From an optimization exercise on the open Yosys and OpenROAD flow, aimed at small area and a short achievable clock period; shortcuts taken in it are not production practice. Where RTL was checked, it was by simulation tests only, not by an equivalence proof against the original. Power is estimated from default activity; no workload was simulated.

==> module dma_rx_fifo, before the edit <==
module dma_rx_fifo #(
  parameter int DEPTH = 16,
  parameter int WIDTH = 128
) (
  input  logic                   clk,
  input  logic [DEPTH-1:0]       we,
  input  logic [WIDTH-1:0]       wdata,
  input  logic [DEPTH-1:0]       rd_oh,
  input  logic [2:0]             lsel,      
  output logic [WIDTH/4-1:0]     nxt_word,
  output logic [WIDTH/4-1:0]     hdr_word
);
  localparam int WW = WIDTH / 4;
  logic [DEPTH*WIDTH-1:0] mem;
  always_ff @(posedge clk) begin
    for (int e = 0; e < DEPTH; e++)
      if (we[e]) mem[e*WIDTH +: WIDTH] <= wdata;
  end
  always_comb begin
    nxt_word = '0;
    hdr_word = '0;
    for (int e = 0; e < DEPTH; e++) begin
      for (int l = 1; l < 4; l++)
        nxt_word = nxt_word | ({WW{rd_oh[e] & lsel[l-1]}} & mem[e*WIDTH + l*WW +: WW]);
      hdr_word = hdr_word | ({WW{rd_oh[(e+DEPTH-1)%DEPTH]}} & mem[e*WIDTH +: WW]);
    end
  end
endmodule
==> module dma_rx_unpacker, before the edit <==
module dma_rx_unpacker #(
  parameter int          FIFO_DEPTH = 16,
  parameter logic [15:0] HDR_MAGIC  = dma_pkg::DMA_HDR_MAGIC,
  localparam int         LVL_W      = $clog2(FIFO_DEPTH) + 1
) (
  input  logic                  clk,
  input  logic                  reset_n,
  input  logic [dma_pkg::DMA_BEAT_W-1:0] dma_read_data,
  input  logic                  dma_read_valid,
  output logic [dma_pkg::DMA_WORD_W-1:0] out_data,
  output logic                  out_valid,
  input  logic                  out_ready,
  output logic                  out_last,
  output logic [LVL_W-1:0]      fifo_level,
  output logic                  overflow,
  input  logic                  ovf_clr,
  output logic                  frame_err,
  output logic [31:0]           frame_cnt,
  output logic [31:0]           drop_cnt
);
  localparam int AW = $clog2(FIFO_DEPTH);
  logic [AW-1:0]         wr_ptr;
  logic [FIFO_DEPTH-1:0] rd_oh;
  logic [FIFO_DEPTH-1:0] we;
  logic                  full, empty, lvl_le1, lvl_1;
  logic                  push, pop;
  logic                  pay;         
  logic [1:0]            lane;
  logic [15:0]           rem;
  logic                  rem1;        
  logic                  hdr_ok;      
  logic [15:0]           hdr_len;
  logic                  hdr_len0, hdr_len1;
  logic [31:0]           nxt_word, hdr_word, w_word;
  logic                  hs, hdr_act, accept, last, lane3;
  assign full    = fifo_level[LVL_W-1];
  assign empty   = (fifo_level == '0);
  assign lvl_le1 = (fifo_level[LVL_W-1:1] == '0);
  assign lvl_1   = lvl_le1 & fifo_level[0];
  assign push    = dma_read_valid & ~full;
  always_comb begin
    we = '0;
    we[wr_ptr] = push;
  end
  dma_rx_fifo #(
    .DEPTH (FIFO_DEPTH),
    .WIDTH (dma_pkg::DMA_BEAT_W)
  ) u_fifo (
    .clk      (clk),
    .we       (we),
    .wdata    (dma_read_data),
    .rd_oh    (rd_oh),
    .lsel     ({lane == 2'd2, lane == 2'd1, lane == 2'd0}),
    .nxt_word (nxt_word),
    .hdr_word (hdr_word)
  );
  assign w_word  = dma_read_data[31:0];
  assign hs      = out_valid & out_ready;    
  assign hdr_act = ~pay & ~empty;
  assign accept  = hdr_act & hdr_ok & ~hdr_len0;
  assign last    = rem1;
  assign lane3   = (lane == 2'd3);
  assign pop     = (hdr_act & (~hdr_ok | hdr_len0)) | (hs & (last | lane3));
  logic sel_nxt, sel_hdr, sel_w, sel_hold;
  logic pay_d, empty_d, valid_d, rem1_d;
  assign sel_nxt  = accept | (hs & ~last & ~lane3);
  assign sel_hdr  = hs & ~last & lane3 & ~lvl_le1;
  assign sel_w    = pay & dma_read_valid & (empty | (hs & ~last & lane3 & lvl_1));
  assign sel_hold = out_valid & ~out_ready;
  assign pay_d   = accept | (pay & ~(hs & last));
  assign empty_d = ~push & (empty | (lvl_1 & pop));
  assign valid_d = pay_d & ~empty_d;
  assign rem1_d  = accept ? hdr_len1 : (hs ? (rem == 16'd2) : rem1);
  always_ff @(posedge clk or negedge reset_n) begin
    if (!reset_n) begin
      out_data  <= '0;
      out_valid <= 1'b0;
      out_last  <= 1'b0;
    end else begin
      out_data  <= ({32{sel_nxt}}  & nxt_word) |
                   ({32{sel_hdr}}  & hdr_word) |
                   ({32{sel_w}}    & w_word)   |
                   ({32{sel_hold}} & out_data);
      out_valid <= valid_d;
      out_last  <= valid_d & rem1_d;
    end
  end
  logic [31:0] hdr_src;
  assign hdr_src = lvl_le1 ? w_word : hdr_word;
  always_ff @(posedge clk) begin
    hdr_ok   <= (hdr_src[31:16] == HDR_MAGIC);
    hdr_len  <= hdr_src[15:0];
    hdr_len0 <= (hdr_src[15:0] == 16'd0);
    hdr_len1 <= (hdr_src[15:0] == 16'd1);
  end
  always_ff @(posedge clk or negedge reset_n) begin
    if (!reset_n) begin
      pay        <= 1'b0;
      lane       <= '0;
      rem        <= '0;
      rem1       <= 1'b0;
      frame_err  <= 1'b0;
      wr_ptr     <= '0;
      rd_oh      <= FIFO_DEPTH'(1);
      fifo_level <= '0;
    end else begin
      frame_err <= hdr_act & ~hdr_ok;
      pay       <= pay_d;
      rem1      <= rem1_d;
      if (accept) begin
        rem  <= hdr_len;
        lane <= 2'd1;
      end else if (hs) begin
        rem  <= rem - 16'd1;
        lane <= last ? 2'd0 : lane + 2'd1;
      end
      if (push) wr_ptr <= wr_ptr + 1'b1;
      if (pop)  rd_oh  <= {rd_oh[FIFO_DEPTH-2:0], rd_oh[FIFO_DEPTH-1]};
      case ({push, pop})
        2'b10:   fifo_level <= fifo_level + 1'b1;
        2'b01:   fifo_level <= fifo_level - 1'b1;
        default: fifo_level <= fifo_level;
      endcase
    end
  end
  always_ff @(posedge clk or negedge reset_n) begin
    if (!reset_n)                   overflow <= 1'b0;
    else if (dma_read_valid & full) overflow <= 1'b1;
    else if (ovf_clr)               overflow <= 1'b0;
  end
  logic frame_done;
  assign frame_done = (hdr_act & hdr_ok & hdr_len0) | (hs & last);
  always_ff @(posedge clk or negedge reset_n) begin
    if (!reset_n) begin
      frame_cnt <= '0;
      drop_cnt  <= '0;
    end else begin
      if (frame_done)            frame_cnt <= frame_cnt + 32'd1;
      if (dma_read_valid & full) drop_cnt  <= drop_cnt + 32'd1;
    end
  end
endmodule
clock: 5.5 ns
lec_check: 0
cap_margin: 20
core_margin: 2
core_utilization: 40
slew_margin: 20
run.sh (not shown) runs the stock make flow with config.mk's settings and CLKGATE_MAP_FILE= SYNTH_SCRIPT=/design/flow/synth_recipe.tcl, a recipe that flattens the netlist after the stock synthesis.
Rerun with:
--- a/flow/design.v
+++ b/flow/design.v
@@ -22,9 +22,10 @@
   parameter int DEPTH = 16,
   parameter int WIDTH = 128
 ) (
   input  logic                   clk,
-  input  logic [DEPTH-1:0]       we,
+  input  logic [DEPTH-1:0]       we,        
+  input  logic [DEPTH-1:0]       hold,      
   input  logic [WIDTH-1:0]       wdata,
   input  logic [DEPTH-1:0]       rd_oh,
   input  logic [2:0]             lsel,      
   output logic [WIDTH/4-1:0]     nxt_word,
@@ -33,9 +34,10 @@
   localparam int WW = WIDTH / 4;
   logic [DEPTH*WIDTH-1:0] mem;
   always_ff @(posedge clk) begin
     for (int e = 0; e < DEPTH; e++)
-      if (we[e]) mem[e*WIDTH +: WIDTH] <= wdata;
+      mem[e*WIDTH +: WIDTH] <= ({WIDTH{hold[e]}} & mem[e*WIDTH +: WIDTH]) |
+                               ({WIDTH{we[e]}}   & wdata);
   end
   always_comb begin
     nxt_word = '0;
     hdr_word = '0;
@@ -65,10 +67,11 @@
   output logic                  frame_err,
   output logic [31:0]           frame_cnt,
   output logic [31:0]           drop_cnt
 );
-  localparam int AW = $clog2(FIFO_DEPTH);
-  logic [AW-1:0]         wr_ptr;
+  logic [FIFO_DEPTH-1:0] wr_oh;       
+  logic [FIFO_DEPTH-1:0] wr_ohn;      
+  logic [FIFO_DEPTH-1:0] hold;
   logic [FIFO_DEPTH-1:0] rd_oh;
   logic [FIFO_DEPTH-1:0] we;
   logic                  full, empty, lvl_le1, lvl_1;
   logic                  push, pop;
@@ -85,18 +88,17 @@
   assign empty   = (fifo_level == '0);
   assign lvl_le1 = (fifo_level[LVL_W-1:1] == '0);
   assign lvl_1   = lvl_le1 & fifo_level[0];
   assign push    = dma_read_valid & ~full;
-  always_comb begin
-    we = '0;
-    we[wr_ptr] = push;
-  end
+  assign we   = {FIFO_DEPTH{push}} & wr_oh;
+  assign hold = {FIFO_DEPTH{~push}} | wr_ohn;
   dma_rx_fifo #(
     .DEPTH (FIFO_DEPTH),
     .WIDTH (dma_pkg::DMA_BEAT_W)
   ) u_fifo (
     .clk      (clk),
     .we       (we),
+    .hold     (hold),
     .wdata    (dma_read_data),
     .rd_oh    (rd_oh),
     .lsel     ({lane == 2'd2, lane == 2'd1, lane == 2'd0}),
     .nxt_word (nxt_word),
@@ -147,9 +149,10 @@
       lane       <= '0;
       rem        <= '0;
       rem1       <= 1'b0;
       frame_err  <= 1'b0;
-      wr_ptr     <= '0;
+      wr_oh      <= FIFO_DEPTH'(1);
+      wr_ohn     <= ~FIFO_DEPTH'(1);
       rd_oh      <= FIFO_DEPTH'(1);
       fifo_level <= '0;
     end else begin
       frame_err <= hdr_act & ~hdr_ok;
@@ -161,9 +164,12 @@
       end else if (hs) begin
         rem  <= rem - 16'd1;
         lane <= last ? 2'd0 : lane + 2'd1;
       end
-      if (push) wr_ptr <= wr_ptr + 1'b1;
+      if (push) begin
+        wr_oh  <= {wr_oh[FIFO_DEPTH-2:0], wr_oh[FIFO_DEPTH-1]};
+        wr_ohn <= {wr_ohn[FIFO_DEPTH-2:0], wr_ohn[FIFO_DEPTH-1]};
+      end
       if (pop)  rd_oh  <= {rd_oh[FIFO_DEPTH-2:0], rd_oh[FIFO_DEPTH-1]};
       case ({push, pop})
         2'b10:   fifo_level <= fifo_level + 1'b1;
         2'b01:   fifo_level <= fifo_level - 1'b1;
Outcome: The changed run went through all stages and came out clean. Total power is lower by 0.36%. Non-clock buffer count went up by 93. Via count grows by about 46%. Setup slack got worse by 0.18 ns. Core utilization goes down by 0.29 points. Global-route usage climbs by 8.0 points. Critical path depth stays the same. Final area is higher by about 0.7%. Sequential power went down by 18%. Clock power is higher by about 10%. Hold slack is worse by 0.030 ns. Register-to-register slack got worse by 0.18 ns. Count of clock-buffer cells in the layout is higher by 38.
For the second run of this note, only the layout was checked, not whether the RTL still works.

-- static timing again, ports no longer ideal --
No port has a modelled driver above. Below, the same layouts with a new extraction and two added sets of constraints. Step 1 sets driving cells, clkbuf_16 on the clock port and buf_2 on the other inputs (assumed; they add their load-dependent delay and slew). Step 2 also shifts input and output timing later by t, the mid clock arrival at the registers, as if the neighbouring blocks saw the same clock. Three values: ideal ports, drivers, drivers and shift; two values: the first two.
run | t (ns) | setup slack, ns | worst data-port slew with drivers (ns)
the first run | 0.925 | 1.479 / 1.479 / 0.985 | 0.16
the second run | 0.969 | 1.303 / 1.303 / 1.230 | 0.24
After both steps every run listed still meets setup and hold. The setup slack of the first run, which loses most, moves by 0.000 ns with the drivers and by -0.494 ns with both steps.
